What follows belongs to an exercise in optimizing a design on an open flow for a short achievable clock period and few clock cycles; a production flow would make more cautious choices. Where RTL was checked, it was by simulation tests only, not by an equivalence proof against the original. For runs 1 and 2, only the layout was checked, not whether the RTL still works. Power and IR drop assume default switching activity.

<file path="run.sh">
#!/bin/bash
# synth_recipe.tcl (not shown) runs the flow's synth.tcl, then flattens the netlist and writes it again
# the make line also repeats each setting of config.mk as NAME=value (left out here)
make -C /OpenROAD-flow-scripts/flow DESIGN_CONFIG=/design/flow/config.mk WORK_HOME=/design/flow/orfs CLKGATE_MAP_FILE= SYNTH_SCRIPT=/design/flow/synth_recipe.tcl finish
</file>
<file path="config.mk">
export PLATFORM = sky130hd
export DESIGN_NAME = cpu_pipeline
export DESIGN_NICKNAME = cpu_pipeline
export VERILOG_FILES = /design/flow/design.v
export SDC_FILE = /design/flow/constraint.sdc
export NUM_CORES = 4
export LEC_CHECK = 0
export ABC_AREA = 1
export CAP_MARGIN = 20
export CORE_MARGIN = 2
export CORE_UTILIZATION = 40
export SETUP_SLACK_MARGIN = 3.5
export SLEW_MARGIN = 20
</file>
<file path="constraint.sdc">
create_clock -name core_clock -period 6.5 [get_ports {clk}]
set_input_delay 1.3000 -clock core_clock [delete_from_list [all_inputs] [get_ports {clk}]]
set_output_delay 1.3000 -clock core_clock [all_outputs]
set_load 0.01 [all_outputs]
</file>
<file path="design.v">
package rv32i_isa_pkg;
  typedef logic [32-1:0] rv32i_word;
  typedef logic [$clog2(32)-1:0] rv32i_reg;
  typedef logic [3:0] byte_mask;   
  typedef enum logic [6:0] {
    op_lui   = 7'b0110111,
    op_load  = 7'b0000011,
    op_store = 7'b0100011,
    op_imm   = 7'b0010011,
    op_reg   = 7'b0110011
  } rv32i_opcode_e;
  typedef enum logic [2:0] {
    f3_add  = 3'b000,   
    f3_sll  = 3'b001,
    f3_slt  = 3'b010,
    f3_sltu = 3'b011,
    f3_xor  = 3'b100,
    f3_sr   = 3'b101,   
    f3_or   = 3'b110,
    f3_and  = 3'b111
  } arith_funct3_e;
  typedef enum logic [2:0] {
    mem_word = 3'b010
  } mem_width_e;
  typedef enum logic [3:0] {
    alu_add, alu_sub, alu_sll, alu_slt, alu_sltu,
    alu_xor, alu_srl, alu_sra, alu_or, alu_and
  } alu_op_e;
endpackage
package pipe_pkg;
  typedef enum logic [1:0] {wb_alu, wb_imm, wb_load} wb_sel_e;
  typedef enum logic [1:0] {fwd_none, fwd_mem, fwd_wrb} fwd_sel_e;
  typedef struct packed {
    logic      valid;
    logic [31:0] pc;
    logic [31:0] instr;
  } fetch_word_t;
  typedef struct packed {
    logic          valid;
    logic [6:0]   opcode;
    logic [4:0]   rs1;
    logic [4:0]   rs2;
    logic [4:0]   rd;
    logic          has_rd;
    logic [3:0]    alu_op;
    logic          use_imm;   
    logic [31:0] imm;
    logic          mem_read;
    logic          mem_write;
    wb_sel_e       wb_sel;
    logic [31:0] rs1_data;
    logic [31:0] rs2_data;
  } exe_ctrl_t;
  typedef struct packed {
    logic      valid;
    logic [4:0] rd;
    logic      has_rd;
    logic      mem_read;
    logic      mem_write;
    wb_sel_e   wb_sel;
    logic [31:0] alu_out;   
    logic [31:0] imm;
    logic [31:0] store_data;
  } mem_ctrl_t;
  typedef struct packed {
    logic      valid;
    logic [4:0] rd;
    logic      has_rd;
    logic [31:0] result;
  } wrb_ctrl_t;
endpackage
module ks_add32 (
  input  logic [31:0] a,
  input  logic [31:0] b,
  input  logic        cin,
  output logic [31:0] sum
);
  logic [31:0] p;
  logic [31:0] gl [0:5];
  logic [31:0] pl [0:5];
  logic        g0;
  assign p  = a ^ b;
  assign g0 = (a[0] & b[0]) | (p[0] & cin);
  always_comb begin
    gl[0] = a & b;
    gl[0][0] = g0;
    pl[0] = p;
    for (int k = 1; k <= 5; k++) begin
      for (int i = 0; i < 32; i++) begin
        if (i >= (1 << (k - 1))) begin
          gl[k][i] = gl[k-1][i] | (pl[k-1][i] & gl[k-1][i - (1 << (k - 1))]);
          pl[k][i] = pl[k-1][i] & pl[k-1][i - (1 << (k - 1))];
        end else begin
          gl[k][i] = gl[k-1][i];
          pl[k][i] = pl[k-1][i];
        end
      end
    end
    gl[1][1] = (a[1] & b[1]) | (p[1] & a[0] & b[0]) | (p[1] & p[0] & cin);
    for (int k = 2; k <= 5; k++) gl[k][1] = gl[1][1];
  end
  assign sum = p ^ {gl[5][30:0], cin};
endmodule
module lt_cmp31 (
  input  logic [30:0] a,
  input  logic [30:0] b,
  output logic        lt
);
  logic [31:0] l [0:5];
  logic [31:0] e [0:5];
  always_comb begin
    l[0] = {1'b0, ~a & b};
    e[0] = {1'b1, ~(a ^ b)};
    for (int k = 1; k <= 5; k++) begin
      for (int i = 0; i < 32; i++) begin
        if (i[k-1]) begin
          l[k][i] = l[k-1][i] | (e[k-1][i] & l[k-1][((i >> (k - 1)) << (k - 1)) - 1]);
          e[k][i] = e[k-1][i] & e[k-1][((i >> (k - 1)) << (k - 1)) - 1];
        end else begin
          l[k][i] = l[k-1][i];
          e[k][i] = e[k-1][i];
        end
      end
    end
  end
  assign lt = l[5][30];
endmodule
module cpu_pipeline (
  input  logic                     clk,
  input  logic                     rst,
  input  logic                     instr_mem_resp,
  input  rv32i_isa_pkg::rv32i_word instr_mem_rdata,
  input  logic                     data_mem_resp,
  input  rv32i_isa_pkg::rv32i_word data_mem_rdata,
  output logic                     instr_read,
  output rv32i_isa_pkg::rv32i_word instr_mem_address,
  output logic                     data_read,
  output logic                     data_write,
  output rv32i_isa_pkg::byte_mask  data_mbe,
  output rv32i_isa_pkg::rv32i_word data_mem_address,
  output rv32i_isa_pkg::rv32i_word data_mem_wdata
);
  localparam int QD = 4;   
  logic [29:0] pc;           
  logic [29:0] pc_ao;        
  logic        fetch_on;     
  logic [31:0] q [0:QD-1];   
  logic        d_valid;      
  logic [31:0] d_instr;
  logic        x_valid;
  logic [4:0]  x_rs1, x_rs2, x_rd;
  logic        x_uses1, x_op, x_ld, x_st, x_wr;
  logic [31:0] x_r1, x_r2;   
  logic [31:0] x_b;          
  logic        x_arith;
  logic        x_sel_add, x_sel_sub, x_sel_sll, x_sel_sr, x_sel_slt, x_sel_sltu;
  logic        x_sel_xor, x_sel_or, x_sel_and, x_sel_lui;
  logic        e_wr;         
  logic        e_load;
  logic        e_store;
  logic [4:0]  e_rd;
  logic [31:0] e_a;          
  logic [31:0] e_b;          
  logic [31:0] e_bx;         
  logic        e_sub;
  logic [31:0] e_sd;         
  logic        e_fsd_ld;     
  logic        e_fsd;        
  logic        e_arith;      
  logic        e_sel_add, e_sel_sll, e_sel_sr, e_sel_slt, e_sel_sltu;
  logic        e_sel_xor, e_sel_or, e_sel_and, e_sel_lui;
  logic        m_rdreq;
  logic        m_wrreq;
  logic        m_acc;        
  logic        m_wr;
  logic        m_load;
  logic [4:0]  m_rd;
  logic [31:0] m_res;        
  logic [31:0] m_sd;
  logic        w_wr;
  logic [4:0]  w_rd;
  logic [31:0] w_res;
  logic        w2_wr;
  logic [4:0]  w2_rd;
  logic [31:0] w2_res;
  logic [31:0] rf [1:32-1];
  logic [32-1:1] rf_set;
  assign instr_read        = fetch_on;
  assign instr_mem_address = {pc, 2'b00};
  assign data_read         = m_rdreq;
  assign data_write        = m_wrreq;
  assign data_mbe          = {4{m_acc}};
  assign data_mem_address  = {m_res[31:2], 2'b00};
  assign data_mem_wdata    = m_sd;
  logic m_stall;     
  logic load_stall;  
  logic x_go;        
  logic x_load;      
  logic if_load;     
  assign m_stall = m_acc & ~(data_mem_resp & instr_mem_resp);
  assign x_go    = !m_stall && !load_stall;
  assign x_load  = !x_valid || x_go;
  assign if_load = !d_valid || x_load;
  logic [6:0] opc;
  logic [2:0] f3;
  logic [4:0] rs1, rs2, rd;
  logic       is_lui, is_imm, is_op, is_ld, is_st, is_alu;
  logic [31:0] imm;
  assign opc = d_instr[6:0];
  assign f3  = d_instr[14:12];
  assign rs1 = d_instr[19:15];
  assign rs2 = d_instr[24:20];
  assign rd  = d_instr[11:7];
  assign is_lui = opc == 7'b0110111;
  assign is_imm = opc == 7'b0010011;
  assign is_op  = opc == 7'b0110011;
  assign is_ld  = opc == 7'b0000011 && f3 == 3'b010;
  assign is_st  = opc == 7'b0100011 && f3 == 3'b010;
  assign is_alu = is_imm || is_op;
  always_comb begin
    if (is_lui)     imm = {d_instr[31:12], 12'b0};
    else if (is_st) imm = {{20{d_instr[31]}}, d_instr[31:25], d_instr[11:7]};
    else            imm = {{20{d_instr[31]}}, d_instr[31:20]};
  end
  logic [31:0] rfx [0:32-1];
  logic [32-1:0] rfx_set;
  logic [31:0] rf1, rf2;
  always_comb begin
    rfx[0] = 32'd0;
    for (int i = 1; i < 32; i++) rfx[i] = rf[i];
  end
  assign rfx_set = {rf_set, 1'b0};
  assign rf1 = rfx_set[rs1] ? rfx[rs1] : 32'd0;
  assign rf2 = rfx_set[rs2] ? rfx[rs2] : 32'd0;
  always_ff @(posedge clk) begin
    if (rst) x_valid <= 1'b0;
    else if (x_load) x_valid <= d_valid;
  end
  always_ff @(posedge clk) begin
    if (x_load) begin
      x_rs1      <= rs1;
      x_rs2      <= rs2;
      x_rd       <= rd;
      x_uses1    <= is_alu || is_ld || is_st;
      x_op       <= is_op;
      x_ld       <= is_ld;
      x_st       <= is_st;
      x_wr       <= (is_lui || is_alu || is_ld) && rd != 5'd0;
      x_r1       <= rf1;
      x_r2       <= rf2;
      x_b        <= is_op ? rf2 : imm;
      x_arith    <= d_instr[30];
      x_sel_add  <= (is_alu && f3 == 3'b000 && !(is_op && d_instr[30])) || is_ld || is_st;
      x_sel_sub  <= is_op && f3 == 3'b000 && d_instr[30];
      x_sel_sll  <= is_alu && f3 == 3'b001;
      x_sel_slt  <= is_alu && f3 == 3'b010;
      x_sel_sltu <= is_alu && f3 == 3'b011;
      x_sel_xor  <= is_alu && f3 == 3'b100;
      x_sel_sr   <= is_alu && f3 == 3'b101;
      x_sel_or   <= is_alu && f3 == 3'b110;
      x_sel_and  <= is_alu && f3 == 3'b111;
      x_sel_lui  <= is_lui;
    end else begin
      if (w_hit1) x_r1 <= w_res;
      else if (w2_hit1) x_r1 <= w2_res;
      if (w_hit2) x_r2 <= w_res;
      else if (w2_hit2) x_r2 <= w2_res;
      if (x_op) begin
        if (w_hit2) x_b <= w_res;
        else if (w2_hit2) x_b <= w2_res;
      end
    end
  end
  logic e_hit1, e_hit2, m_hit1, m_hit2, w_hit1, w_hit2;
  assign e_hit1 = e_wr && e_rd == x_rs1;
  assign e_hit2 = e_wr && e_rd == x_rs2;
  assign m_hit1 = m_wr && m_rd == x_rs1;
  assign m_hit2 = m_wr && m_rd == x_rs2;
  assign w_hit1 = w_wr && w_rd == x_rs1;
  assign w_hit2 = w_wr && w_rd == x_rs2;
  logic w2_hit1, w2_hit2;
  assign w2_hit1 = w2_wr && w2_rd == x_rs1;
  assign w2_hit2 = w2_wr && w2_rd == x_rs2;
  assign load_stall = x_valid && e_load && ((x_uses1 && e_hit1) || (x_op && e_hit2));
  logic [31:0] m_fwd, v1, v2, vb;
  assign m_fwd = m_load ? data_mem_rdata : m_res;
  assign v1 = m_hit1 ? m_fwd : w_hit1 ? w_res : w2_hit1 ? w2_res : x_r1;
  assign v2 = m_hit2 ? m_fwd : w_hit2 ? w_res : w2_hit2 ? w2_res : x_r2;
  assign vb = !x_op ? x_b : m_hit2 ? m_fwd : w_hit2 ? w_res : w2_hit2 ? w2_res : x_b;
  logic [QD-1:0] q_head, q_tail, q_fill;
  logic          q_empty, q_full, fetched, pop, push;
  logic [31:0]   q_out;
  assign q_empty = !q_fill[0];
  assign q_full  = q_fill[QD-1];
  assign fetched = fetch_on && instr_mem_resp && !q_full;
  assign pop     = if_load && !q_empty;
  assign push    = fetched && !(if_load && q_empty);
  always_comb begin
    q_out = '0;
    for (int i = 0; i < QD; i++) q_out |= q[i] & {32{q_head[i]}};
  end
  always_ff @(posedge clk) begin
    if (rst) begin
      fetch_on <= 1'b0;
      d_valid  <= 1'b0;
      q_head   <= QD'(1);
      q_tail   <= QD'(1);
      q_fill   <= '0;
    end else begin
      fetch_on <= 1'b1;
      if (if_load) d_valid <= !q_empty || fetched;
      if (pop)  q_head <= {q_head[QD-2:0], q_head[QD-1]};
      if (push) q_tail <= {q_tail[QD-2:0], q_tail[QD-1]};
      if (push && !pop) q_fill <= {q_fill[QD-2:0], 1'b1};
      else if (pop && !push) q_fill <= {1'b0, q_fill[QD-1:1]};
    end
  end
  always_ff @(posedge clk) begin
    for (int i = 0; i < QD; i++)
      if (fetched && q_tail[i]) q[i] <= instr_mem_rdata;
  end
  logic [29:0] pc_p1, p1_ao;
  assign pc_p1 = pc ^ pc_ao;
  always_comb begin
    p1_ao[0] = 1'b1;
    for (int i = 1; i < 30; i++) p1_ao[i] = p1_ao[i-1] & pc_p1[i-1];
  end
  logic        pc_en;
  logic [29:0] pc_d, pc_ao_d;
  assign pc_en   = rst || fetched;
  assign pc_d    = (pc_p1 & {30{!rst}}) | (30'(32'h8000_0000 >> 2) & {30{rst}});
  assign pc_ao_d = (p1_ao & {30{!rst}}) | (30'd1 & {30{rst}});   
  always_ff @(posedge clk) begin
    if (pc_en) begin
      pc    <= pc_d;
      pc_ao <= pc_ao_d;
    end
  end
  always_ff @(posedge clk) begin
    if (if_load) d_instr <= q_empty ? instr_mem_rdata : q_out;
  end
  logic [31:0] sum, shl, shr, res_o, res;
  logic        lt_low, sgn_ne, slt, sltu;
  ks_add32 u_add (.a(e_a), .b(e_bx), .cin(e_sub), .sum(sum));
  lt_cmp31 u_lt (.a(e_a[30:0]), .b(e_b[30:0]), .lt(lt_low));
  assign sgn_ne = e_a[31] ^ e_b[31];
  assign slt    = sgn_ne ? e_a[31] : lt_low;
  assign sltu   = sgn_ne ? e_b[31] : lt_low;
  assign shl    = e_a << e_b[4:0];
  assign shr    = 32'($signed({e_arith & e_a[31], e_a}) >>> e_b[4:0]);
  assign res_o = ({32{e_sel_sll}}  & shl) |
                 ({32{e_sel_sr}}   & shr) |
                 ({32{e_sel_slt}}  & {31'd0, slt}) |
                 ({32{e_sel_sltu}} & {31'd0, sltu}) |
                 ({32{e_sel_xor}}  & (e_a ^ e_b)) |
                 ({32{e_sel_or}}   & (e_a | e_b)) |
                 ({32{e_sel_and}}  & (e_a & e_b)) |
                 ({32{e_sel_lui}}  & e_b);
  assign res = ({32{e_sel_add}} & sum) | res_o;
  function automatic logic [31:0] byp(logic hit, logic [31:0] other);
    byp = ({32{hit & e_sel_add}} & sum) | (hit ? res_o : other);
  endfunction
  always_ff @(posedge clk) begin
    if (rst) begin
      e_wr    <= 1'b0;
      e_load  <= 1'b0;
      e_store <= 1'b0;
    end else if (!m_stall) begin
      e_wr    <= x_valid && x_wr && !load_stall;
      e_load  <= x_valid && x_ld && !load_stall;
      e_store <= x_valid && x_st && !load_stall;
    end
  end
  always_ff @(posedge clk) begin
    if (!m_stall) begin
      e_rd       <= x_rd;
      e_a        <= byp(e_hit1, v1);
      e_b        <= byp(e_hit2 && x_op, vb);
      e_bx       <= byp(e_hit2 && x_op, vb) ^ {32{x_sel_sub}};
      e_sub      <= x_sel_sub;
      e_sd       <= v2;
      e_fsd      <= e_hit2 && !e_load;
      e_fsd_ld   <= e_hit2 && e_load;
      e_arith    <= x_arith;
      e_sel_add  <= x_sel_add || x_sel_sub;
      e_sel_sll  <= x_sel_sll;
      e_sel_slt  <= x_sel_slt;
      e_sel_sltu <= x_sel_sltu;
      e_sel_xor  <= x_sel_xor;
      e_sel_sr   <= x_sel_sr;
      e_sel_or   <= x_sel_or;
      e_sel_and  <= x_sel_and;
      e_sel_lui  <= x_sel_lui;
    end
  end
  always_ff @(posedge clk) begin
    if (rst) begin
      m_rdreq <= 1'b0;
      m_wrreq <= 1'b0;
      m_acc   <= 1'b0;
      m_wr    <= 1'b0;
      m_load  <= 1'b0;
    end else if (!m_stall) begin
      m_rdreq <= e_load;
      m_wrreq <= e_store;
      m_acc   <= e_load || e_store;
      m_wr    <= e_wr;
      m_load  <= e_load;
    end
  end
  always_ff @(posedge clk) begin
    if (!m_stall) begin
      m_rd  <= e_rd;
      m_res <= res;
      m_sd  <= e_fsd_ld ? data_mem_rdata : e_fsd ? m_res : e_sd;
    end
  end
  always_ff @(posedge clk) begin
    if (rst) w_wr <= 1'b0;
    else     w_wr <= m_wr && !m_stall;
  end
  always_ff @(posedge clk) begin
    w_rd  <= m_rd;
    w_res <= m_fwd;
  end
  always_ff @(posedge clk) begin
    if (rst) w2_wr <= 1'b0;
    else     w2_wr <= w_wr;
  end
  always_ff @(posedge clk) begin
    w2_rd  <= w_rd;
    w2_res <= w_res;
  end
  always_ff @(posedge clk) begin
    if (rst) rf_set <= '0;
    else if (w_wr) rf_set[w_rd] <= 1'b1;
  end
  always_ff @(posedge clk) begin
    if (w_wr) rf[w_rd] <= w_res;
  end
endmodule
</file>
==> results.sh, run 1 <==
export IMPL_status="complete, no violations"
export IMPL_fp_dieW_um=457
export IMPL_worst_path_maximum_fanout=11
export IMPL_syn_cell_area_mm2=0.0822
export IMPL_nature_of_the_critical_path_endpoint="register"
export IMPL_grt_pass1_wl_mm=534
export IMPL_hold_violations=0
export IMPL_worstSetupStartpoint="d_instr[20]$_DFFE_PN_"
export IMPL_yosysMostFrequentCell="sky130_fd_sc_hd__nand2_1"
export IMPL_routed_via_count=74500
export IMPL_worst_slew_margin_rel=0.180
export IMPL_cts_root_buf="sky130_fd_sc_hd__clkbuf_16"
export IMPL_vdd_ir_drop_worst_mv=0.277
export IMPL_dominantRegCellSynth="sky130_fd_sc_hd__edfxtp_1"
export IMPL_finalNetCount=9282
export IMPL_routed_wirelength_mm=396
export IMPL_worst_slew_pin_slew_ps=1220
export IMPL_synth_enable_flop_cells=1488
export IMPL_clockBufferDepth=3
export IMPL_timing_final_crit_share=0.489
export IMPL_post_route_drc_count=0
export IMPL_antenna_found_initial=26
export IMPL_clock_latency_ps=890
export IMPL_level_count_of_the_clock_h_tree=4
export IMPL_dp_wirelength_mm=265
export IMPL_final_max_slew_violation_count=0
export IMPL_global_route_overflow_total=0
export IMPL_drt_iter0_drc=14300
export IMPL_die_area_mm2=0.209
export IMPL_finalSetupViolCount=0
export IMPL_postCtsHoldBufs=0
export IMPL_timing_critical_path_to="x_b[23]$_DFFE_PP_"
export IMPL_hold_path_cell_count=0
export IMPL_worst_case_hold_slack_ps=415
export IMPL_yosys_area_share_xor_xnor=0.00426
export IMPL_worst_r2r_cell_count=11
export IMPL_initial_utilization=0.402
export IMPL_powerDensity_mw_per_mm2=345
export IMPL_r2r_setup_slack_ps=3320
export IMPL_worstSetupStartpointType="register"
export IMPL_timing_hold_worst_class="register to register"
export IMPL_main_combinational_cell_family_by_area_after_synthesis="simple AND/OR/NAND/NOR gates"
export IMPL_post_synth_cell_area_avg_um2=9.57
export IMPL_ff_latch_area_mm2=0.0486
export IMPL_ys_top_cells_by_area="sky130_fd_sc_hd__edfxtp_1 54%, sky130_fd_sc_hd__nand2_1 9.7%, sky130_fd_sc_hd__dfxtp_1 4.7%, sky130_fd_sc_hd__inv_1 4.6%, sky130_fd_sc_hd__o21ai_0 3.4%"
export IMPL_ys_async_sr_fraction=0
export IMPL_cts_buffers=184
export IMPL_drt_wirelength_per_cell_um=33.2
export IMPL_synth_seq_cells=1681
export IMPL_coreArea_mm2=0.204
export IMPL_grt_pass1_vias=66900
export IMPL_number_of_placed_i_o_pins=171
export IMPL_row_count=166
export IMPL_portion_of_the_post_synthesis_area_used_by_sequential_elements=0.591
export IMPL_post_synth_most_frequent_cells="2,131 x sky130_fd_sc_hd__nand2_1, 1,488 x sky130_fd_sc_hd__edfxtp_1, 996 x sky130_fd_sc_hd__inv_1"
export IMPL_power_leakage_uw=0.0395
export IMPL_rsz0062_at_grt="yes"
export IMPL_critical_path_reg2reg_endpoint="x_b[23]$_DFFE_PP_"
export IMPL_synth_top_area_cell="sky130_fd_sc_hd__edfxtp_1"
export IMPL_share_of_cell_area_taken_by_muxes_after_synthesis=0.000624
export IMPL_antenna_left=0
export IMPL_timing_setup_critical_path_class="register to register"
export IMPL_synth_top_area_frac=0.544
export IMPL_post_route_util=0.487
export IMPL_per_cell_via_count_in_the_routed_design=6.24
export IMPL_max_cap_viol_count=0
export IMPL_cp_arrival_ps=3860
export IMPL_gpl_final_weighted_congestion=1.06
export IMPL_detailedRoute_firstPassIterationCount=8
export IMPL_fin_skew_ps=64.5
export IMPL_layout_area_overhead_vs_synth_pct=21.2
export IMPL_grt_start_max_net_pins=84
export IMPL_synth_simple_gate_area_frac=0.178
export IMPL_cts_num_sinks=1681
export IMPL_fill_cells=19000
export IMPL_multi_input_comb_area_mm2=0.0301
export IMPL_port_buffers=166
export IMPL_tns_ps=0
export IMPL_synth_lib_cells_used_distinct=67
export IMPL_clock_edge_transition_at_the_registers_on_the_reported_setup_and_hold_paths_ps=70
export IMPL_tritoncts="done"
export IMPL_layout_drive_gt1_share=0.147
export IMPL_final_period_minus_worst_setup_slack_ps=3180
export IMPL_ys_warn_count=9
export IMPL_floorplan_die_height_um=457
export IMPL_maxClockFrequency_mhz=314
export IMPL_synth_area_in_compound_gates=0.131
export IMPL_global_route_usage_total=0.364
export IMPL_syn_instance_count=8582
export IMPL_timing_critical_path_required_ps=7180
export IMPL_post_place_ws_ps=1890
export IMPL_synthAdderAreaFrac=0.0220
export IMPL_rr_startpoint="d_instr[20]$_DFFE_PN_"
export IMPL_postLayoutSetupSlackWorst_ps=3320
where the power goes:
part | internal, uW | total [uW] | switching, uW
Clock | 6110 | 10800 | 4700
Combinational | 3110 | 10500 | 7370
Sequential | 12400 | 13000 | 652
Total | 21600 | 34300 | 12700
cell type report:
type	instances	share of cell area
Sequential cell	1681	0.488
Multi-Input combinational cell	5423	0.302
Timing Repair Buffer	738	0.0710
Clock buffer	238	0.0502
Inverter	1040	0.0424
Tap cell	2688	0.0338
Clock inverter	108	0.0117
Antenna cell	10	0.000251
Timing Repair inverter	3	0.000214
registers in the layout (all words and copies together), names as in the netlist, 28 cells and up:
signal	flops
d_instr	32
e_a	32
e_b	32
e_bx	32
e_sd	32
m_res	32
m_sd	32
pc	30
pc_ao	28
q	128
rf	992
rf_set	31
w2_res	32
w_res	32
x_b	32
x_r1	32
x_r2	32
layout by cell type (no fill, tap or decap), drive strengths merged, types with 17 or more instances in the layout:
master,n
a211oi,41
a21oi,311
a221oi,128
a22o,56
a22oi,60
buf,564
bufinv,17
clkbuf,242
clkdlybuf4s50,66
clkinv,87
clkinvlp,36
dfxtp,193
dlygate4sd2,94
edfxtp,1488
ha,141
inv,1011
nand2,2140
nand3,482
nand4,165
nor2,490
nor3,95
nor4,78
o2111ai,68
o211ai,74
o21ai,587
o21bai,22
o221ai,22
o22ai,327
xnor2,23
xor2,17
worst min-delay path by stage:
stage	startpoint	endpoint	slack, ps
floorplan	w_rd[4]$_DFF_P_	w2_rd[4]$_DFF_P_	330
global placement	m_rd[0]$_DFFE_PN_	w_rd[0]$_DFF_P_	400
detailed placement	m_rd[0]$_DFFE_PN_	w_rd[0]$_DFF_P_	400
CTS	m_rd[0]$_DFFE_PN_	w_rd[0]$_DFF_P_	410
global route	m_rd[0]$_DFFE_PN_	w_rd[0]$_DFF_P_	430
finish	m_rd[0]$_DFFE_PN_	w_rd[0]$_DFF_P_	410
worst max-delay path, stage by stage, from the launching register on:
cell and delay (ps):
sky130_fd_sc_hd__edfxtp_1 460, sky130_fd_sc_hd__buf_4 230, sky130_fd_sc_hd__nor2_4 320, sky130_fd_sc_hd__nand3_4 310
sky130_fd_sc_hd__buf_4 360, sky130_fd_sc_hd__o22ai_1 570, sky130_fd_sc_hd__nor2_1 80, sky130_fd_sc_hd__nand2_1 120
sky130_fd_sc_hd__nor2_1 70, sky130_fd_sc_hd__nand3_2 210, sky130_fd_sc_hd__nand3_2 90, sky130_fd_sc_hd__a21oi_1 170
logic make-up after synthesis:
group | after synthesis
other | 1
buffers and inverters | 1488
AOI/OAI and AO/OA | 1740
adders and majority gates | 143
xor gates and xnor gates | 40
muxes | 5
DFF | 1681
and+or+nand+nor | 3484
through the flow:
stage	instances	area [um^2]	power (uW)
finish	11900	99600	34300
global route	11900	99500	35100
CTS	11800	96800	32900
detailed placement	11300	87800	21500
global placement	11300	87700	21500
floorplan	8585	82400	17400
repair_timing:
| action | CTS | global route |
|---|---|---|
| resized for setup | 470 | 360 |
| endpoints found under the hold margin | 0 | 0 |
| cloned | 13 | 7 |
| pin swaps | 57 | 104 |
| setup buffers | 142 | 142 |
| setup endpoints to repair | 744 | 302 |
per-layer routing:
layer  vias up  global-route usage  routed length [um]
li1      31100                   -                   -
met4        21               0.177               23500
met3      1163               0.151               64800
met5         -             0.00253                 192
met1     36100               0.494              151000
met2      6165               0.496              156000
==> run 2, diff against run 1 <==
--- a/design.v
+++ b/design.v
@@ -149,2 +149,4 @@
   logic [31:0] d_instr;
+  logic [31:1] d_oh1;        
+  logic [31:1] d_oh2;
   logic        x_valid;
@@ -224,12 +226,11 @@
   end
-  logic [31:0] rfx [0:32-1];
-  logic [32-1:0] rfx_set;
   logic [31:0] rf1, rf2;
   always_comb begin
-    rfx[0] = 32'd0;
-    for (int i = 1; i < 32; i++) rfx[i] = rf[i];
+    rf1 = '0;
+    rf2 = '0;
+    for (int i = 1; i < 32; i++) begin
+      rf1 |= rf[i] & {32{d_oh1[i] & rf_set[i]}};
+      rf2 |= rf[i] & {32{d_oh2[i] & rf_set[i]}};
+    end
   end
-  assign rfx_set = {rf_set, 1'b0};
-  assign rf1 = rfx_set[rs1] ? rfx[rs1] : 32'd0;
-  assign rf2 = rfx_set[rs2] ? rfx[rs2] : 32'd0;
   always_ff @(posedge clk) begin
@@ -338,4 +339,12 @@
   end
+  logic [31:0] d_src;
+  assign d_src = q_empty ? instr_mem_rdata : q_out;
   always_ff @(posedge clk) begin
-    if (if_load) d_instr <= q_empty ? instr_mem_rdata : q_out;
+    if (if_load) begin
+      d_instr <= d_src;
+      for (int i = 1; i < 32; i++) begin
+        d_oh1[i] <= d_src[19:15] == 5'(i);
+        d_oh2[i] <= d_src[24:20] == 5'(i);
+      end
+    end
   end
==> run 2 against run 1 <==
Effect of this change: clock power increased by 4%; worst hold slack worse by 16 ps; sequential power hardly changed; first-iteration DRC count rose by 6.7%; largest power group unchanged; synthesized area increased by 2.0%; wire length increased by 1.6%; non-clock buffer count down 174; combinational power fell by 62%; via count is 1.2% higher; still clean; design area shrank 1.3%; highest routed layer unchanged; register-to-register slack worse by 80 ps; setup slack lost 77 ps.
==> results.sh, run 2 <==
export IMPL_syn_instance_count=8386
export IMPL_finalSetupViolCount=0
export IMPL_clockBufferDepth=3
export IMPL_synth_top_area_frac=0.556
export IMPL_clock_latency_ps=900
export IMPL_most_common_layout_cells="1,936 x sky130_fd_sc_hd__nand2_1, 1,550 x sky130_fd_sc_hd__edfxtp_1, 907 x sky130_fd_sc_hd__inv_1"
export IMPL_yosysMostFrequentCell="sky130_fd_sc_hd__nand2_1"
export IMPL_cts_root_buf="sky130_fd_sc_hd__clkbuf_16"
export IMPL_synth_top_area_cell="sky130_fd_sc_hd__edfxtp_1"
export IMPL_maxClockFrequency_mhz=307
export IMPL_ys_top_cells_by_area="sky130_fd_sc_hd__edfxtp_1 56%, sky130_fd_sc_hd__nand2_1 8.8%, sky130_fd_sc_hd__dfxtp_1 4.6%, sky130_fd_sc_hd__inv_1 4.2%, sky130_fd_sc_hd__a221oi_1 2.5%"
export IMPL_tns_ps=0
export IMPL_antenna_left=0
export IMPL_synth_lib_cells_used_distinct=78
export IMPL_synth_seq_cells=1743
export IMPL_largest_register_ff_count=992
export IMPL_drt_iter0_drc=15300
export IMPL_synth_enable_flop_cells=1550
export IMPL_gpl_final_weighted_congestion=1.04
export IMPL_worstPathBufferInverterCount=2
export IMPL_number_of_placed_i_o_pins=171
export IMPL_post_route_util=0.473
export IMPL_per_cell_via_count_in_the_routed_design=6.43
export IMPL_power_leakage_uw=0.0383
export IMPL_critical_path_max_stage_delay_ps=580
export IMPL_timing_critical_path_required_ps=7250
export IMPL_max_cap_viol_count=0
export IMPL_worstSetupStartpointType="register"
export IMPL_worst_slew_margin_rel=0.107
export IMPL_final_common_cell="sky130_fd_sc_hd__nand2_1"
export IMPL_dp_wirelength_mm=254
export IMPL_level_count_of_the_clock_h_tree=4
export IMPL_die_area_mm2=0.213
export IMPL_coreArea_mm2=0.208
export IMPL_path_cells="nand2_1 > clkinvlp_4 > buf_4 > nand2_1 > o21ai_0 > a21oi_1 > o2111ai_1 > nor4_1 > nand4_1 > nand2_1 > o21ai_0"
export IMPL_global_route_overflow_total=0
export IMPL_layout_drive_gt1_share=0.120
export IMPL_dominantRegCellSynth="sky130_fd_sc_hd__edfxtp_1"
export IMPL_nature_of_the_critical_path_endpoint="register"
export IMPL_port_buffers=166
export IMPL_fp_dieW_um=462
export IMPL_post_synth_cell_area_avg_um2=9.99
export IMPL_hold_violations=0
export IMPL_post_route_drc_count=0
export IMPL_grt_start_max_net_pins=79
export IMPL_totalPowerFinal_uw=28400
export IMPL_timing_final_crit_share=0.501
export IMPL_routed_via_count=75300
export IMPL_cts_num_sinks=1743
export IMPL_powerDensity_mw_per_mm2=289
export IMPL_clock_edge_transition_at_the_registers_on_the_reported_setup_and_hold_paths_ps=60
export IMPL_final_max_slew_violation_count=0
export IMPL_floorplan_die_height_um=462
export IMPL_global_route_usage_total=0.365
export IMPL_final_period_minus_worst_setup_slack_ps=3260
export IMPL_timing_hold_worst_class="register to register"
export IMPL_timing_setup_critical_path_class="register to register"
export IMPL_row_count=167
export IMPL_worst_slew_pin_slew_ps=1340
export IMPL_routed_wirelength_mm=402
export IMPL_drt_wirelength_per_cell_um=34.3
export IMPL_ys_async_sr_fraction=0
export IMPL_ys_warn_count=8
export IMPL_antenna_found_initial=46
export IMPL_largest_register="rf"
export IMPL_post_synth_most_frequent_cells="1,967 x sky130_fd_sc_hd__nand2_1, 1,550 x sky130_fd_sc_hd__edfxtp_1, 948 x sky130_fd_sc_hd__inv_1"
export IMPL_cp_arrival_ps=4010
export IMPL_detailedRoute_firstPassIterationCount=10
export IMPL_timing_critical_path_max_delay_family="simple AND/OR/NAND/NOR gates"
export IMPL_syn_cell_area_mm2=0.0838
export IMPL_postCtsHoldBufs=0
export IMPL_cp_slowest_cell="sky130_fd_sc_hd__nand4_1"
export IMPL_grt_pass1_wl_mm=539
export IMPL_r2r_setup_slack_ps=3240
export IMPL_initial_utilization=0.403
export IMPL_tritoncts="done"
export IMPL_worst_path_maximum_fanout=8
export IMPL_layout_top_registers="rf (992), q (128)"
export IMPL_rsz0062_at_grt="yes"
export IMPL_grt_pass1_vias=67300
export IMPL_cts_buffers=188
export IMPL_critical_path_s_most_frequent_cell="sky130_fd_sc_hd__nand2_1"
export IMPL_status="complete, no violations"
export IMPL_fin_skew_ps=52.8
export IMPL_layout_area_overhead_vs_synth_pct=17.3
export IMPL_finalNetCount=8928
export IMPL_vdd_ir_drop_worst_mv=0.320
export IMPL_portion_of_the_post_synthesis_area_used_by_sequential_elements=0.602
[run 2: cell types whose count changed after synthesis, sizes merged, moves of 21 or more]
cell / change
a2111oi: +21
a21oi: +26
a221oi: +113
a31oi: +35
edfxtp: +62
inv: -55
nand2: -152
nand3: -153
nor2: +67
nor3: -40
nor4: -57
o211ai: +36
o21ai: -27
o22ai: -77
[run 2: final cells by class]
cell class / count / area, um^2
fill: 19300 / 109000
sequential: 1743 / 50400
multi-input combinational: 5230 / 28900
clock buffer: 249 / 5120
timing repair buffer: 564 / 4970
inverter: 989 / 3880
tap: 2788 / 3490
clock inverter: 104 / 1270
antenna: 51 / 128
timing repair inverter: 1 / 5.00
[run 2: cell families (layout without fill, tap and decap cells)]
family / count (synthesis) / in the layout / synth area share
flip-flops: 1743 / 1743 / 0.602
other: 1 / 55 / 0.0000448
XOR/XNOR: 39 / 39 / 0.00457
buffers and inverters: 1423 / 1907 / 0.0692
adder cells (fa/ha/maj): 143 / 143 / 0.0215
multiplexers: 7 / 7 / 0.000851
AO/OA/AOI/OAI: 1862 / 1862 / 0.144
AND/OR/NAND/NOR: 3168 / 3175 / 0.158
[run 2: per-stage QoR]
step	cell area (um^2)	std cells	setup WS [ps]	hold WS, ps
3_3_place_gp	89200	11200	1900	404
2_1_floorplan	83900	8389	3100	326
3_5_place_dp	89200	11200	1840	406
6_report	98200	11700	3240	399
4_1_cts	96700	11600	3320	417
5_1_grt	98100	11700	3400	430
[run 2: metal layers]
metal / GRT usage / wire length, um / part of all wire / up-vias
li1: - / - / - / 30400
met1: 0.472 / 144000 / 0.36 / 36200
met2: 0.496 / 158000 / 0.39 / 7026
met3: 0.172 / 69100 / 0.17 / 1703
met4: 0.210 / 30400 / 0.076 / 26
met5: 0 / 313 / 0.00078 / -
[run 2: timing repair]
action	4_1_cts	5_1_grt
cloned	9	3
hold endpoints to repair	0	0
gates resized for setup	279	182
buffers inserted	62	69
pin swaps	20	37
endpoints found under the setup margin	697	431
[run 2: where the power goes]
group / switching [uW] / internal (uW)
sequential: 450 / 12700
combinational: 2810 / 1220
clock: 4860 / 6350
[run 2: path summary, 6_finish.rpt]
kind,start,cells after the start,to
max,d_oh1[7]$_DFFE_PN_,11,x_r1[21]$_DFF_P_
min,m_rd[1]$_DFFE_PN_,0,w_rd[1]$_DFF_P_
max reg2reg,d_oh1[7]$_DFFE_PN_,11,x_r1[21]$_DFF_P_
min reg2reg,m_rd[1]$_DFFE_PN_,0,w_rd[1]$_DFF_P_
[run 2: worst register-to-register path: stages, from the launching register on]
cell and delay (ps):
sky130_fd_sc_hd__edfxtp_1 370, sky130_fd_sc_hd__nand2_1 290, sky130_fd_sc_hd__clkinvlp_4 350, sky130_fd_sc_hd__buf_4 380, sky130_fd_sc_hd__nand2_1 110, sky130_fd_sc_hd__o21ai_0 100, sky130_fd_sc_hd__a21oi_1 150, sky130_fd_sc_hd__o2111ai_1 240
sky130_fd_sc_hd__nor4_1 230, sky130_fd_sc_hd__nand4_1 580, sky130_fd_sc_hd__nand2_1 240, sky130_fd_sc_hd__o21ai_0 100
==> run 3, diff against run 2 <==
--- a/design.v
+++ b/design.v
@@ -188,3 +188,3 @@
   logic [31:0] rf [1:32-1];
-  logic [32-1:1] rf_set;
+  logic        rst_q;
   assign instr_read        = fetch_on;
@@ -231,4 +231,4 @@
     for (int i = 1; i < 32; i++) begin
-      rf1 |= rf[i] & {32{d_oh1[i] & rf_set[i]}};
-      rf2 |= rf[i] & {32{d_oh2[i] & rf_set[i]}};
+      rf1 |= rf[i] & {32{d_oh1[i]}};
+      rf2 |= rf[i] & {32{d_oh2[i]}};
     end
@@ -442,8 +442,9 @@
   end
+  always_ff @(posedge clk) rst_q <= rst;
   always_ff @(posedge clk) begin
-    if (rst) rf_set <= '0;
-    else if (w_wr) rf_set[w_rd] <= 1'b1;
-  end
-  always_ff @(posedge clk) begin
-    if (w_wr) rf[w_rd] <= w_res;
+    if (rst_q) begin
+      for (int i = 1; i < 32; i++) rf[i] <= '0;
+    end else if (w_wr) begin
+      rf[w_rd] <= w_res;
+    end
   end
--- a/config.mk
+++ b/config.mk
@@ -11,3 +11,3 @@
 export CORE_UTILIZATION = 40
-export SETUP_SLACK_MARGIN = 3.5
+export SETUP_SLACK_MARGIN = 4.2
 export SLEW_MARGIN = 20
==> run 3 against run 2 <==
Effect of this change: non-clock buffer count up 613; highest routed layer unchanged; still clean on timing, DRC and antenna; final cell count up 12%; sequential cell count down 30; critical path type is now register to output pin.
==> results.sh, run 3 <==
export IMPL_antenna_left=0
export IMPL_timing_critical_path_to="data_mem_wdata[11]"
export IMPL_coreArea_mm2=0.213
export IMPL_totalPowerFinal_uw=39200
export IMPL_syn_cell_area_mm2=0.0857
export IMPL_final_max_slew_violation_count=0
export IMPL_grt_pass1_vias=78700
export IMPL_timing_final_crit_share=0.493
export IMPL_ys_warn_count=8
export IMPL_layout_area_overhead_vs_synth_pct=32.3
export IMPL_max_cap_viol_count=0
export IMPL_worst_slew_pin_slew_ps=1170
export IMPL_global_route_overflow_total=0
export IMPL_final_instance_count_excl_fill=13200
export IMPL_die_area_mm2=0.218
export IMPL_largest_register="rf"
export IMPL_clock_edge_transition_at_the_registers_on_the_reported_setup_and_hold_paths_ps=60
export IMPL_clock_power_share=0.275
export IMPL_worstSetupStartpoint="m_sd[11]$_DFFE_PN_"
export IMPL_timing_critical_path_required_ps=5200
export IMPL_largest_register_ff_count=992
export IMPL_rr_startpoint="e_a[0]$_DFFE_PN_"
export IMPL_drt_iter0_drc=19000
export IMPL_syn_instance_count=9382
export IMPL_worstPathBufferInverterCount=1
export IMPL_layout_top_registers="rf (992), q (128)"
export IMPL_drt_wirelength_per_cell_um=36.6
export IMPL_ys_top_cells_by_area="sky130_fd_sc_hd__edfxtp_1 54%, sky130_fd_sc_hd__nand2_1 12%, sky130_fd_sc_hd__nor2_1 6.3%, sky130_fd_sc_hd__dfxtp_1 3.8%, sky130_fd_sc_hd__nand4_1 2.3%"
export IMPL_synth_enable_flop_cells=1550
export IMPL_worst_case_hold_slack_ps=346
export IMPL_routed_via_count=88500
export IMPL_portion_of_the_post_synthesis_area_used_by_sequential_elements=0.581
export IMPL_vdd_ir_drop_worst_mv=0.227
export IMPL_synth_seq_cells=1713
export IMPL_gpl_final_weighted_congestion=1.00
export IMPL_dp_wirelength_mm=253
export IMPL_critical_path_max_stage_delay_ps=760
export IMPL_post_synth_cell_area_avg_um2=9.14
export IMPL_most_common_layout_cells="2,408 x sky130_fd_sc_hd__nand2_1, 1,550 x sky130_fd_sc_hd__edfxtp_1, 1,348 x sky130_fd_sc_hd__nor2_1"
export IMPL_detailedRoute_firstPassIterationCount=13
export IMPL_row_count=169
export IMPL_yosysMostFrequentCell="sky130_fd_sc_hd__nand2_1"
export IMPL_cts_num_sinks=1713
export IMPL_critical_path_reg2reg_endpoint="e_bx[12]$_DFFE_PN_"
export IMPL_level_count_of_the_clock_h_tree=4
export IMPL_synth_top_area_cell="sky130_fd_sc_hd__edfxtp_1"
export IMPL_routed_wirelength_mm=482
export IMPL_cts_root_buf="sky130_fd_sc_hd__clkbuf_16"
export IMPL_timing_setup_critical_path_class="register to output pin"
export IMPL_fp_dieW_um=467
export IMPL_worst_r2r_cell_count=15
export IMPL_initial_utilization=0.403
export IMPL_cts_buffers=185
export IMPL_cp_slowest_cell="sky130_fd_sc_hd__edfxtp_1"
export IMPL_rsz0062_at_grt="yes"
export IMPL_total_switching_power_uw=15100
export IMPL_worstSetupStartpointType="register"
export IMPL_timing_hold_worst_class="register to register"
export IMPL_power_share_switching=0.385
export IMPL_synth_lib_cells_used_distinct=67
export IMPL_clockBufferDepth=3
export IMPL_nature_of_the_critical_path_endpoint="output pin"
export IMPL_grt_pass1_wl_mm=625
export IMPL_dominantRegCellSynth="sky130_fd_sc_hd__edfxtp_1"
export IMPL_synth_top_area_frac=0.543
export IMPL_worst_path_maximum_fanout=1
export IMPL_worst_slew_margin_rel=0.216
export IMPL_post_route_drc_count=0
export IMPL_finalSetupViolCount=0
export IMPL_seqPwrFrac=0.363
export IMPL_hold_violations=0
export IMPL_ys_async_sr_fraction=0
export IMPL_antenna_found_initial=32
export IMPL_port_buffers=166
export IMPL_global_route_usage_total=0.414
export IMPL_finalNetCount=10400
export IMPL_layout_drive_gt1_share=0.235
export IMPL_cp_num_cells=1
export IMPL_placed_cells_incl_taps=12000
export IMPL_per_cell_via_count_in_the_routed_design=6.71
export IMPL_postCtsHoldBufs=0
export IMPL_maxClockFrequency_mhz=312
export IMPL_p_int_uw=24100
export IMPL_powerDensity_mw_per_mm2=345
export IMPL_fin_skew_ps=68.7
export IMPL_logic_gate_share_of_total_power=0.362
export IMPL_tritoncts="done"
export IMPL_path_cells="buf_2"
export IMPL_clock_latency_ps=920
export IMPL_post_synth_most_frequent_cells="2,715 x sky130_fd_sc_hd__nand2_1, 1,550 x sky130_fd_sc_hd__edfxtp_1, 1,434 x sky130_fd_sc_hd__nor2_1"
export IMPL_status="complete, no violations"
export IMPL_r2r_setup_slack_ps=3410
export IMPL_power_leakage_uw=0.0437
export IMPL_grt_start_max_net_pins=82
export IMPL_timing_critical_path_max_delay_family="flip-flops"
export IMPL_cp_arrival_ps=1910
export IMPL_final_period_minus_worst_setup_slack_ps=3210
export IMPL_final_common_cell="sky130_fd_sc_hd__nand2_1"
export IMPL_tns_ps=0
export IMPL_floorplan_die_height_um=467
export IMPL_number_of_placed_i_o_pins=171
[run 3: changes by cell type in the layout (fill, tap and decap cells not counted), moves of 133 or more]
cell	delta
sky130_fd_sc_hd__inv_1	-470
sky130_fd_sc_hd__nand2_1	+472
sky130_fd_sc_hd__o21ai_0	-193
sky130_fd_sc_hd__buf_6	+185
sky130_fd_sc_hd__o22ai_1	-226
sky130_fd_sc_hd__buf_4	+189
sky130_fd_sc_hd__nand4_1	+149
sky130_fd_sc_hd__a21oi_1	-133
sky130_fd_sc_hd__nor2_1	+863
sky130_fd_sc_hd__nand2_2	+163
sky130_fd_sc_hd__buf_12	+134
[run 3: worst min path at each step]
stage	start	to	slack [ps]	depth (start not counted)
after floorplan	w_res[2]$_DFF_P_	w2_res[2]$_DFF_P_	330	0
after global placement	w_res[2]$_DFF_P_	w2_res[2]$_DFF_P_	340	0
after detailed placement	w_res[2]$_DFF_P_	w2_res[2]$_DFF_P_	340	0
after CTS	w_res[1]$_DFF_P_	w2_res[1]$_DFF_P_	340	0
after global routing	w_res[1]$_DFF_P_	w2_res[1]$_DFF_P_	350	0
final	w_res[1]$_DFF_P_	w2_res[1]$_DFF_P_	350	0
[run 3: cell type report]
cell class,count,area [um^2]
fillers,18400,99100
flip-flops and latches,1713,49800
multi-input cells,6572,37900
repair buffers,1177,13900
clock buffers,239,4970
well taps,2821,3530
inverters,500,2020
clock inverters,109,1070
diodes,44,110
repair inverters,7,95.1
[run 3: layer usage]
layer | GRT usage | up-vias | part of all wire
met5 | 0.0336 | - | 0.0046
met1 | 0.514 | 42000 | 0.33
met3 | 0.206 | 2839 | 0.19
met2 | 0.553 | 9458 | 0.38
met4 | 0.287 | 63 | 0.099
li1 | - | 34100 | -
[run 3: logic make-up after synthesis]
logic type | count (synthesis) | share of synthesized area
buffers and inverters | 1154 | 0.0547
XOR/XNOR | 34 | 0.00347
AND/OR/NAND/NOR | 5029 | 0.241
other | 1 | 0.0000437
multiplexers | 6 | 0.000701
AO/OA/AOI/OAI | 1314 | 0.100
adder cells (fa/ha/maj) | 131 | 0.0193
flip-flops | 1713 | 0.581
[run 3: timing repair]
item                                    4_1_cts  5_1_grt
pin swaps                                   313      264
resized for setup                          1760      667
cloned                                      109       37
endpoints found under the setup margin     2920     1037
setup buffers                               428      256
[run 3: metrics by stage]
step | cell area [um^2] | utilization | worst slack (ps)
after floorplan | 85900 | - | 2190
after global placement | 90400 | 0.425 | 1900
after detailed placement | 90500 | 0.426 | 1850
after CTS | 107000 | 0.506 | 3470
after global routing | 113000 | 0.533 | 3190
final | 113000 | 0.534 | 3290
[run 3: power groups by stage]
stage	Clock [uW]	Combinational, uW	Sequential [uW]
3_5_place_dp	0	9050	14600
4_1_cts	10700	11900	14100
2_1_floorplan	0	5220	14000
6_report	10800	14200	14200
3_3_place_gp	0	9040	14500
5_1_grt	11100	14500	14300
Testbench counts of run 3, summed over its fixed seeds: cycles 33,769.
==> run 4, diff against run 3 <==
--- a/design.v
+++ b/design.v
@@ -181,2 +181,3 @@
   logic [31:0] m_sd;
+  logic [29:0] pc_out;       
   logic        w_wr;
@@ -190,3 +191,3 @@
   assign instr_read        = fetch_on;
-  assign instr_mem_address = {pc, 2'b00};
+  assign instr_mem_address = {pc_out, 2'b00};
   assign data_read         = m_rdreq;
@@ -339,2 +340,6 @@
   end
+  always_ff @(posedge clk) begin
+    if (rst) pc_out <= 30'(32'h8000_0000 >> 2);
+    else if (fetched) pc_out <= pc_p1;
+  end
   logic [31:0] d_src;
@@ -420,4 +425,9 @@
   always_ff @(posedge clk) begin
-    if (!m_stall) begin
-      m_rd  <= e_rd;
+    if (!m_stall) m_rd <= e_rd;
+  end
+  always_ff @(posedge clk) begin
+    if (rst) begin
+      m_res <= '0;
+      m_sd  <= '0;
+    end else if (!m_stall) begin
       m_res <= res;
==> run 4 against run 3 <==
Effect of this change: critical path depth grew 10; sequential share of layout area grew 0.11 points; combinational power shrank 3%; wire length shrank 7.5%; synthesized cell count shrank 2.0%; setup slack lost 140 ps; critical endpoint is now x_b[27]$_DFFE_PP_; largest power group unchanged; highest routed layer unchanged.
==> results.sh, run 4 <==
export IMPL_critical_path_s_most_frequent_cell="sky130_fd_sc_hd__nand4_1"
export IMPL_antenna_left=0
export IMPL_p_int_uw=24500
export IMPL_synth_top_area_frac=0.521
export IMPL_postCtsHoldBufs=0
export IMPL_timing_setup_critical_path_class="register to register"
export IMPL_fp_dieW_um=467
export IMPL_hold_violations=0
export IMPL_cp_num_cells=11
export IMPL_syn_instance_count=9192
export IMPL_routed_via_count=82400
export IMPL_timing_critical_path_max_delay_family="simple AND/OR/NAND/NOR gates"
export IMPL_vdd_ir_drop_worst_mv=0.334
export IMPL_topRoutingLayerUsed="met5"
export IMPL_synth_top_area_cell="sky130_fd_sc_hd__edfxtp_1"
export IMPL_met2_wirelength_mm=182
export IMPL_drt_wirelength_per_cell_um=34.6
export IMPL_total_switching_power_uw=14700
export IMPL_ys_top_cells_by_area="sky130_fd_sc_hd__edfxtp_1 52%, sky130_fd_sc_hd__nand2_1 10%, sky130_fd_sc_hd__nor2_1 6.0%, sky130_fd_sc_hd__dfxtp_1 6.0%, sky130_fd_sc_hd__o21ai_0 3.0%"
export IMPL_power_share_switching=0.376
export IMPL_fin_skew_ps=90.6
export IMPL_grt_pass1_vias=75800
export IMPL_clock_latency_ps=930
export IMPL_dp_wirelength_mm=258
export IMPL_largest_register_ff_count=992
export IMPL_cts_root_buf="sky130_fd_sc_hd__clkbuf_16"
export IMPL_ys_warn_count=8
export IMPL_number_of_placed_i_o_pins=171
export IMPL_floorplan_die_height_um=467
export IMPL_logic_gate_share_of_total_power=0.352
export IMPL_layout_drive_gt1_share=0.248
export IMPL_per_cell_via_count_in_the_routed_design=6.39
export IMPL_synth_simple_gate_area_frac=0.206
export IMPL_synth_enable_flop_cells=1486
export IMPL_cp_arrival_ps=4000
export IMPL_tns_ps=0
export IMPL_timing_critical_path_required_ps=7150
export IMPL_port_buffers=166
export IMPL_worst_path_maximum_fanout=6
export IMPL_timing_final_crit_share=0.515
export IMPL_nature_of_the_critical_path_endpoint="register"
export IMPL_hold_path_cell_count=0
export IMPL_worstPathBufferInverterCount=3
export IMPL_drt_met1_wl_mm=146
export IMPL_worstSetupStartpointType="register"
export IMPL_antenna_found_initial=29
export IMPL_initial_utilization=0.403
export IMPL_power_leakage_uw=0.0432
export IMPL_dominantRegCellSynth="sky130_fd_sc_hd__edfxtp_1"
export IMPL_worst_r2r_cell_count=11
export IMPL_largest_register="rf"
export IMPL_timing_hold_worst_class="register to register"
export IMPL_grt_start_max_net_pins=89
export IMPL_post_synth_cell_area_avg_um2=9.31
export IMPL_fill_cells=18300
export IMPL_most_common_layout_cells="2,109 x sky130_fd_sc_hd__nand2_1, 1,486 x sky130_fd_sc_hd__edfxtp_1, 1,297 x sky130_fd_sc_hd__nor2_1"
export IMPL_clock_edge_transition_at_the_registers_on_the_reported_setup_and_hold_paths_ps=60
export IMPL_yosys_area_share_xor_xnor=0.00747
export IMPL_final_max_slew_violation_count=0
export IMPL_tritoncts="done"
export IMPL_status="complete, no violations"
export IMPL_maxClockFrequency_mhz=298
export IMPL_synthAdderAreaFrac=0.0193
export IMPL_worst_slew_margin_rel=0.0458
export IMPL_post_route_drc_count=0
export IMPL_final_period_minus_worst_setup_slack_ps=3350
export IMPL_cts_num_sinks=1743
export IMPL_placed_cells_incl_taps=11800
export IMPL_grt_pass1_wl_mm=594
export IMPL_layout_top_registers="rf (992), q (128)"
export IMPL_synth_seq_cells=1743
export IMPL_level_count_of_the_clock_h_tree=4
export IMPL_share_of_cell_area_taken_by_muxes_after_synthesis=0.00596
export IMPL_powerDensity_mw_per_mm2=345
export IMPL_finalNetCount=10100
export IMPL_placedInstanceArea_mm2=0.0906
export IMPL_routed_wirelength_mm=446
export IMPL_gpl_final_weighted_congestion=1.02
export IMPL_synth_lib_cells_used_distinct=75
export IMPL_cp_slowest_cell="sky130_fd_sc_hd__nor3_4"
export IMPL_clock_power_share=0.282
export IMPL_synth_area_in_compound_gates=0.123
export IMPL_drt_iter0_drc=13800
export IMPL_portion_of_the_post_synthesis_area_used_by_sequential_elements=0.581
export IMPL_layout_area_overhead_vs_synth_pct=32.5
export IMPL_final_area_mm2=0.113
export IMPL_clockBufferDepth=3
export IMPL_post_synth_most_frequent_cells="2,311 x sky130_fd_sc_hd__nand2_1, 1,486 x sky130_fd_sc_hd__edfxtp_1, 1,377 x sky130_fd_sc_hd__nor2_1"
export IMPL_die_area_mm2=0.218
export IMPL_yosysMostFrequentCell="sky130_fd_sc_hd__nand2_1"
export IMPL_worst_slew_pin_slew_ps=1430
export IMPL_row_count=169
export IMPL_ys_async_sr_fraction=0
export IMPL_cts_buffers=188
export IMPL_coreArea_mm2=0.213
export IMPL_max_cap_viol_count=0
export IMPL_global_route_usage_total=0.388
export IMPL_met3WireLength_mm=67.5
export IMPL_final_instance_count_excl_fill=12900
export IMPL_syn_cell_area_mm2=0.0856
export IMPL_rsz0062_at_grt="yes"
export IMPL_detailedRoute_firstPassIterationCount=9
export IMPL_global_route_overflow_total=0
export IMPL_path_cells="buf_12 > buf_4 > buf_4 > nand2_1 > nand4_1 > a21oi_2 > nand4_1 > nor3_4 > nand4_1 > nand2_1 > a41oi_1"
export IMPL_finalSetupViolCount=0
export IMPL_critical_path_max_stage_delay_ps=650
export IMPL_final_common_cell="sky130_fd_sc_hd__nand2_1"
export IMPL_seqPwrFrac=0.366
export IMPL_main_combinational_cell_family_by_area_after_synthesis="simple AND/OR/NAND/NOR gates"
==> run 4: cell count changes after synthesis, moves of 41 or more <==
| cell | previous run | this run |
|---|---|---|
| sky130_fd_sc_hd__a21oi_1 | 288 | 345 |
| sky130_fd_sc_hd__clkbuf_1 | 495 | 536 |
| sky130_fd_sc_hd__dfxtp_1 | 163 | 257 |
| sky130_fd_sc_hd__edfxtp_1 | 1550 | 1486 |
| sky130_fd_sc_hd__inv_1 | 475 | 546 |
| sky130_fd_sc_hd__nand2_1 | 2715 | 2311 |
| sky130_fd_sc_hd__nand3_1 | 391 | 253 |
| sky130_fd_sc_hd__nand4_1 | 320 | 261 |
| sky130_fd_sc_hd__nor2_1 | 1434 | 1377 |
| sky130_fd_sc_hd__o21ai_0 | 302 | 515 |
==> run 4: worst paths after layout <==
path | startpoint | endpoint | slack, ps
hold reg to reg | w_res[29]$_DFF_P_ | w2_res[29]$_DFF_P_ | 370
setup / recovery | d_oh2[24]$_DFFE_PN_ | x_b[27]$_DFFE_PP_ | 3150
setup reg to reg | d_oh2[24]$_DFFE_PN_ | x_b[27]$_DFFE_PP_ | 3150
hold / removal | w_res[29]$_DFF_P_ | w2_res[29]$_DFF_P_ | 370
==> run 4: metal layers <==
metal,up-vias,global-route usage
met1,39500,0.453
met3,2431,0.152
met2,7098,0.555
met5,-,0.0108
li1,33400,-
met4,34,0.332
==> run 4: power groups by stage <==
| stage | Clock [uW] | Sequential (uW) | Combinational, uW |
|---|---|---|---|
| 4_1_cts | 11000 | 14200 | 11800 |
| 2_1_floorplan | 0 | 14100 | 4980 |
| 3_3_place_gp | 0 | 14600 | 8760 |
| 3_5_place_dp | 0 | 14600 | 8770 |
| 6_report | 11000 | 14300 | 13800 |
| 5_1_grt | 11400 | 14400 | 14100 |
==> run 4: layout make-up <==
type                            instances  area [um^2]  area share
Inverter                              557         2270      0.0200
Clock inverter                         97         1100     0.00967
Antenna cell                           10         25.0    0.000221
Timing Repair Buffer                 1139        14200       0.125
Multi-Input combinational cell       6256        37100       0.327
Clock buffer                          258         5150      0.0454
Timing Repair inverter                 12          143     0.00126
Sequential cell                      1743        50000       0.440
Tap cell                             2821         3530      0.0311
==> run 4: repair_timing <==
item / CTS / global route
gates cloned: 105 / 22
resized for setup: 2164 / 645
endpoints found under the setup margin: 2471 / 1132
setup buffers: 421 / 175
pin swaps: 258 / 251
==> run 4: stage by stage <==
| stage | setup slack (ps) | power [uW] | hold slack, ps | util |
|---|---|---|---|---|
| 6_report | 3150 | 39200 | 372 | 0.534 |
| 5_1_grt | 3250 | 40000 | 378 | 0.534 |
| 3_5_place_dp | 1580 | 23400 | 347 | 0.427 |
| 4_1_cts | 3360 | 37000 | 364 | 0.512 |
| 2_1_floorplan | 3290 | 19000 | 326 | - |
| 3_3_place_gp | 1580 | 23300 | 348 | 0.426 |
==> run 4: kinds of logic after synthesis <==
| family | count (synthesis) |
|---|---|
| buffers and inverters | 1229 |
| flip-flops | 1743 |
| AND/OR/NAND/NOR | 4337 |
| other | 1 |
| multiplexers | 47 |
| XOR/XNOR | 73 |
| AO/OA/AOI/OAI | 1631 |
| adder cells (fa/ha/maj) | 131 |
==> run 4: worst register-to-register path: cells and delay by family (launching register included) <==
kind	cells	cell delay, ps
buffers and inverters	3	600
AO/OA/AOI/OAI	2	240
AND/OR/NAND/NOR	6	1830
flip-flops	1	450
Testbench counts of run 4, summed over its fixed seeds: cycles 33,769.
==> run 5, diff against run 4 <==
--- a/design.v
+++ b/design.v
@@ -164,3 +164,2 @@
   logic [31:0] e_a;          
-  logic [31:0] e_b;          
   logic [31:0] e_bx;         
@@ -358,8 +357,8 @@
   ks_add32 u_add (.a(e_a), .b(e_bx), .cin(e_sub), .sum(sum));
-  lt_cmp31 u_lt (.a(e_a[30:0]), .b(e_b[30:0]), .lt(lt_low));
-  assign sgn_ne = e_a[31] ^ e_b[31];
+  lt_cmp31 u_lt (.a(e_a[30:0]), .b(e_bx[30:0]), .lt(lt_low));
+  assign sgn_ne = e_a[31] ^ e_bx[31];
   assign slt    = sgn_ne ? e_a[31] : lt_low;
-  assign sltu   = sgn_ne ? e_b[31] : lt_low;
-  assign shl    = e_a << e_b[4:0];
-  assign shr    = 32'($signed({e_arith & e_a[31], e_a}) >>> e_b[4:0]);
+  assign sltu   = sgn_ne ? e_bx[31] : lt_low;
+  assign shl    = e_a << e_bx[4:0];
+  assign shr    = 32'($signed({e_arith & e_a[31], e_a}) >>> e_bx[4:0]);
   assign res_o = ({32{e_sel_sll}}  & shl) |
@@ -368,6 +367,6 @@
                  ({32{e_sel_sltu}} & {31'd0, sltu}) |
-                 ({32{e_sel_xor}}  & (e_a ^ e_b)) |
-                 ({32{e_sel_or}}   & (e_a | e_b)) |
-                 ({32{e_sel_and}}  & (e_a & e_b)) |
-                 ({32{e_sel_lui}}  & e_b);
+                 ({32{e_sel_xor}}  & (e_a ^ e_bx)) |
+                 ({32{e_sel_or}}   & (e_a | e_bx)) |
+                 ({32{e_sel_and}}  & (e_a & e_bx)) |
+                 ({32{e_sel_lui}}  & e_bx);
   assign res = ({32{e_sel_add}} & sum) | res_o;
@@ -391,3 +390,2 @@
       e_a        <= byp(e_hit1, v1);
-      e_b        <= byp(e_hit2 && x_op, vb);
       e_bx       <= byp(e_hit2 && x_op, vb) ^ {32{x_sel_sub}};
==> run 5 against run 4 <==
Effect of this change: the layout now fails its checks (capacitance limit, slew limit); largest cell class unchanged; design area shrank 1.5%; sequential cell count shrank 32; setup slack lost 66 ps; maximum frequency shrank 1.9%; sequential share of layout area shrank 0.18 points; synthesized cell count shrank 0.33%; critical endpoint is now x_r1[27]$_DFF_P_; global-route usage shrank 0.96 points.
==> results.sh, run 5 <==
export IMPL_status="finished with violations"
export IMPL_check_faults="capacitance limit, slew limit"
export IMPL_drt_iter0_drc=14500
export IMPL_maxClockFrequency_mhz=293
export IMPL_port_buffers=166
export IMPL_post_route_drc_count=0
export IMPL_nature_of_the_critical_path_endpoint="register"
export IMPL_rsz0062_at_grt="yes"
export IMPL_path_cells="buf_12 > buf_16 > a22o_1 > a2111oi_4 > nand4_1 > a2111oi_2 > buf_4 > nand4_1 > nand2_1 > o21ai_1"
export IMPL_routed_via_count=81300
export IMPL_max_cap_viol_count=1
export IMPL_timing_final_crit_share=0.526
export IMPL_fin_skew_ps=84.6
export IMPL_timing_critical_path_required_ps=7260
export IMPL_cp_slowest_cell="sky130_fd_sc_hd__a2111oi_4"
export IMPL_layout_drive_gt1_share=0.246
export IMPL_coreArea_mm2=0.209
export IMPL_final_common_cell="sky130_fd_sc_hd__nand2_1"
export IMPL_post_synth_most_frequent_cells="2,378 x sky130_fd_sc_hd__nand2_1, 1,454 x sky130_fd_sc_hd__edfxtp_1, 1,363 x sky130_fd_sc_hd__nor2_1"
export IMPL_timing_hold_worst_class="register to register"
export IMPL_worst_slew_pin_slew_ps=1540
export IMPL_critical_path_max_stage_delay_ps=710
export IMPL_global_route_overflow_total=0
export IMPL_cts_root_buf="sky130_fd_sc_hd__clkbuf_16"
export IMPL_synth_seq_cells=1711
export IMPL_antenna_found_initial=18
export IMPL_floorplan_die_height_um=463
export IMPL_vdd_ir_drop_worst_mv=0.331
export IMPL_timing_setup_critical_path_class="register to register"
export IMPL_post_route_util=0.534
export IMPL_per_cell_via_count_in_the_routed_design=6.35
export IMPL_global_route_usage_total=0.378
export IMPL_syn_cell_area_mm2=0.0842
export IMPL_timing_critical_path_max_delay_family="compound AO/OA/AOI/OAI gates"
export IMPL_most_common_layout_cells="2,189 x sky130_fd_sc_hd__nand2_1, 1,454 x sky130_fd_sc_hd__edfxtp_1, 1,314 x sky130_fd_sc_hd__nor2_1"
export IMPL_worstPathBufferInverterCount=3
export IMPL_finalNetCount=9990
export IMPL_ys_top_cells_by_area="sky130_fd_sc_hd__edfxtp_1 52%, sky130_fd_sc_hd__nand2_1 11%, sky130_fd_sc_hd__dfxtp_1 6.1%, sky130_fd_sc_hd__nor2_1 6.1%, sky130_fd_sc_hd__o21ai_0 3.2%"
export IMPL_final_max_slew_violation_count=9
export IMPL_tns_ps=0
export IMPL_grt_pass1_wl_mm=577
export IMPL_antenna_left=0
export IMPL_fp_dieW_um=463
export IMPL_placedInstanceArea_mm2=0.0893
export IMPL_cp_arrival_ps=4180
export IMPL_cts_buffers=182
export IMPL_row_count=168
export IMPL_grt_start_max_net_pins=71
export IMPL_synth_top_area_frac=0.519
export IMPL_final_period_minus_worst_setup_slack_ps=3420
export IMPL_post_synth_cell_area_avg_um2=9.18
export IMPL_drt_wirelength_per_cell_um=33.5
export IMPL_layout_area_overhead_vs_synth_pct=32.8
export IMPL_hold_violations=0
export IMPL_gpl_final_weighted_congestion=0.972
export IMPL_final_area_mm2=0.112
export IMPL_dp_wirelength_mm=248
export IMPL_grt_pass1_vias=74400
export IMPL_ys_warn_count=8
export IMPL_syn_instance_count=9162
export IMPL_largest_register="rf"
export IMPL_synth_lib_cells_used_distinct=77
export IMPL_detailedRoute_firstPassIterationCount=13
export IMPL_synth_top_area_cell="sky130_fd_sc_hd__edfxtp_1"
export IMPL_synth_enable_flop_cells=1454
export IMPL_cts_num_sinks=1711
export IMPL_worst_slew_margin_rel=-0.0286
export IMPL_clock_edge_transition_at_the_registers_on_the_reported_setup_and_hold_paths_ps=70
export IMPL_routed_wirelength_mm=428
export IMPL_level_count_of_the_clock_h_tree=4
export IMPL_yosysMostFrequentCell="sky130_fd_sc_hd__nand2_1"
export IMPL_portion_of_the_post_synthesis_area_used_by_sequential_elements=0.580
export IMPL_worst_path_maximum_fanout=2
export IMPL_fill_cells=18100
export IMPL_clockBufferDepth=3
export IMPL_number_of_placed_i_o_pins=171
export IMPL_clock_latency_ps=900
export IMPL_powerDensity_mw_per_mm2=344
export IMPL_critical_path_s_most_frequent_cell="sky130_fd_sc_hd__nand4_1"
export IMPL_initial_utilization=0.402
export IMPL_power_leakage_uw=0.0429
export IMPL_dominantRegCellSynth="sky130_fd_sc_hd__edfxtp_1"
export IMPL_worst_case_hold_slack_ps=345
export IMPL_largest_register_ff_count=992
export IMPL_postCtsHoldBufs=0
export IMPL_tritoncts="done"
export IMPL_die_area_mm2=0.214
export IMPL_finalSetupViolCount=0
export IMPL_worstSetupStartpointType="register"
export IMPL_ys_async_sr_fraction=0
export IMPL_layout_top_registers="rf (992), q (128)"
[run 5: cell type report]
cell class | instances | area, um^2 | area share
diodes | 9 | 22.5 | 0.000202
clock buffers | 232 | 4900 | 0.0438
clock inverters | 109 | 1070 | 0.00956
inverters | 519 | 2180 | 0.0195
multi-input cells | 6271 | 36900 | 0.330
flip-flops and latches | 1711 | 49000 | 0.439
well taps | 2805 | 3510 | 0.0314
repair buffers | 1125 | 14000 | 0.125
repair inverters | 12 | 186 | 0.00167
[run 5: worst paths after layout]
kind	from	end	slack, ps	cells past startpoint
max reg2reg	d_oh1[16]$_DFFE_PN_	x_r1[27]$_DFF_P_	3080	10
max	d_oh1[16]$_DFFE_PN_	x_r1[27]$_DFF_P_	3080	10
min	w_res[13]$_DFF_P_	w2_res[13]$_DFF_P_	340	0
min reg2reg	w_res[13]$_DFF_P_	w2_res[13]$_DFF_P_	340	0
[run 5: repair_timing]
| item | CTS | global route |
|---|---|---|
| cloned | 114 | 17 |
| resized for setup | 2087 | 593 |
| setup endpoints to repair | 2759 | 982 |
| setup buffers | 428 | 165 |
| pin swaps | 304 | 322 |
[run 5: cells by family after synthesis]
kind of cell | Yosys count | share of synthesized area
AND/OR/NAND/NOR | 4412 | 0.214
flip-flops | 1711 | 0.580
AO/OA/AOI/OAI | 1620 | 0.121
buffers and inverters | 1200 | 0.0563
adder cells (fa/ha/maj) | 100 | 0.0150
XOR/XNOR | 70 | 0.00729
multiplexers | 48 | 0.00619
other | 1 | 0.0000446
[run 5: layer usage]
layer | vias up | wire, um | track usage | part of all wire
met5 | - | 172 | 0 | 0.00040
met4 | 22 | 42800 | 0.289 | 0.10
met3 | 2020 | 64500 | 0.152 | 0.15
met2 | 6956 | 176000 | 0.544 | 0.41
met1 | 39200 | 145000 | 0.451 | 0.34
li1 | 33100 | - | - | -
[run 5: where the power goes]
| part | internal [uW] | switching, uW | total [uW] |
|---|---|---|---|
| logic | 4910 | 8760 | 13700 |
| registers | 13100 | 935 | 14000 |
| clock network | 5990 | 4730 | 10700 |
| total | 24000 | 14400 | 38400 |
[run 5: worst register-to-register path: cells and delay by family (launching register included)]
family	cells	cell delay, ps
simple gates	3	1010
buf+inv	3	570
compound gates	4	1320
flops	1	410
[run 5: stage by stage]
stage	setup WS, ps	cells	total power (uW)
floorplan	3190	9165	18800
global placement	1760	11700	22900
detailed placement	1720	11700	22900
CTS	3250	12600	36200
global route	3090	12800	39200
finish	3080	12800	38400
Testbench counts of run 5, summed over its fixed seeds: cycles 33,769.

port drivers added, routing unchanged:
No port has a modelled driver above. Below, the same layouts with a new extraction and two added sets of constraints.
Step 1 assumes that a clkbuf_16 drives the clock port and a buf_2 every other input.
Step 2 times the ports against the registers' clock, not the clock port: input delays grow and output delays shrink by t, the midpoint of the rising clock arrivals with the driver on.
Slacks: no drivers / after step 1 / after step 2; pairs: no drivers / after step 1.
run | t, ns | setup WS [ns]
run 1 | 0.953 | 3.319 / 3.319 / 2.628
run 2 | 0.976 | 3.241 / 3.241 / 2.601
run 3 | 0.972 | 3.293 / 3.204 / 3.064
run 4 | 0.990 | 3.150 / 3.150 / 2.526
run 5 | 0.943 | 3.084 / 3.084 / 2.503
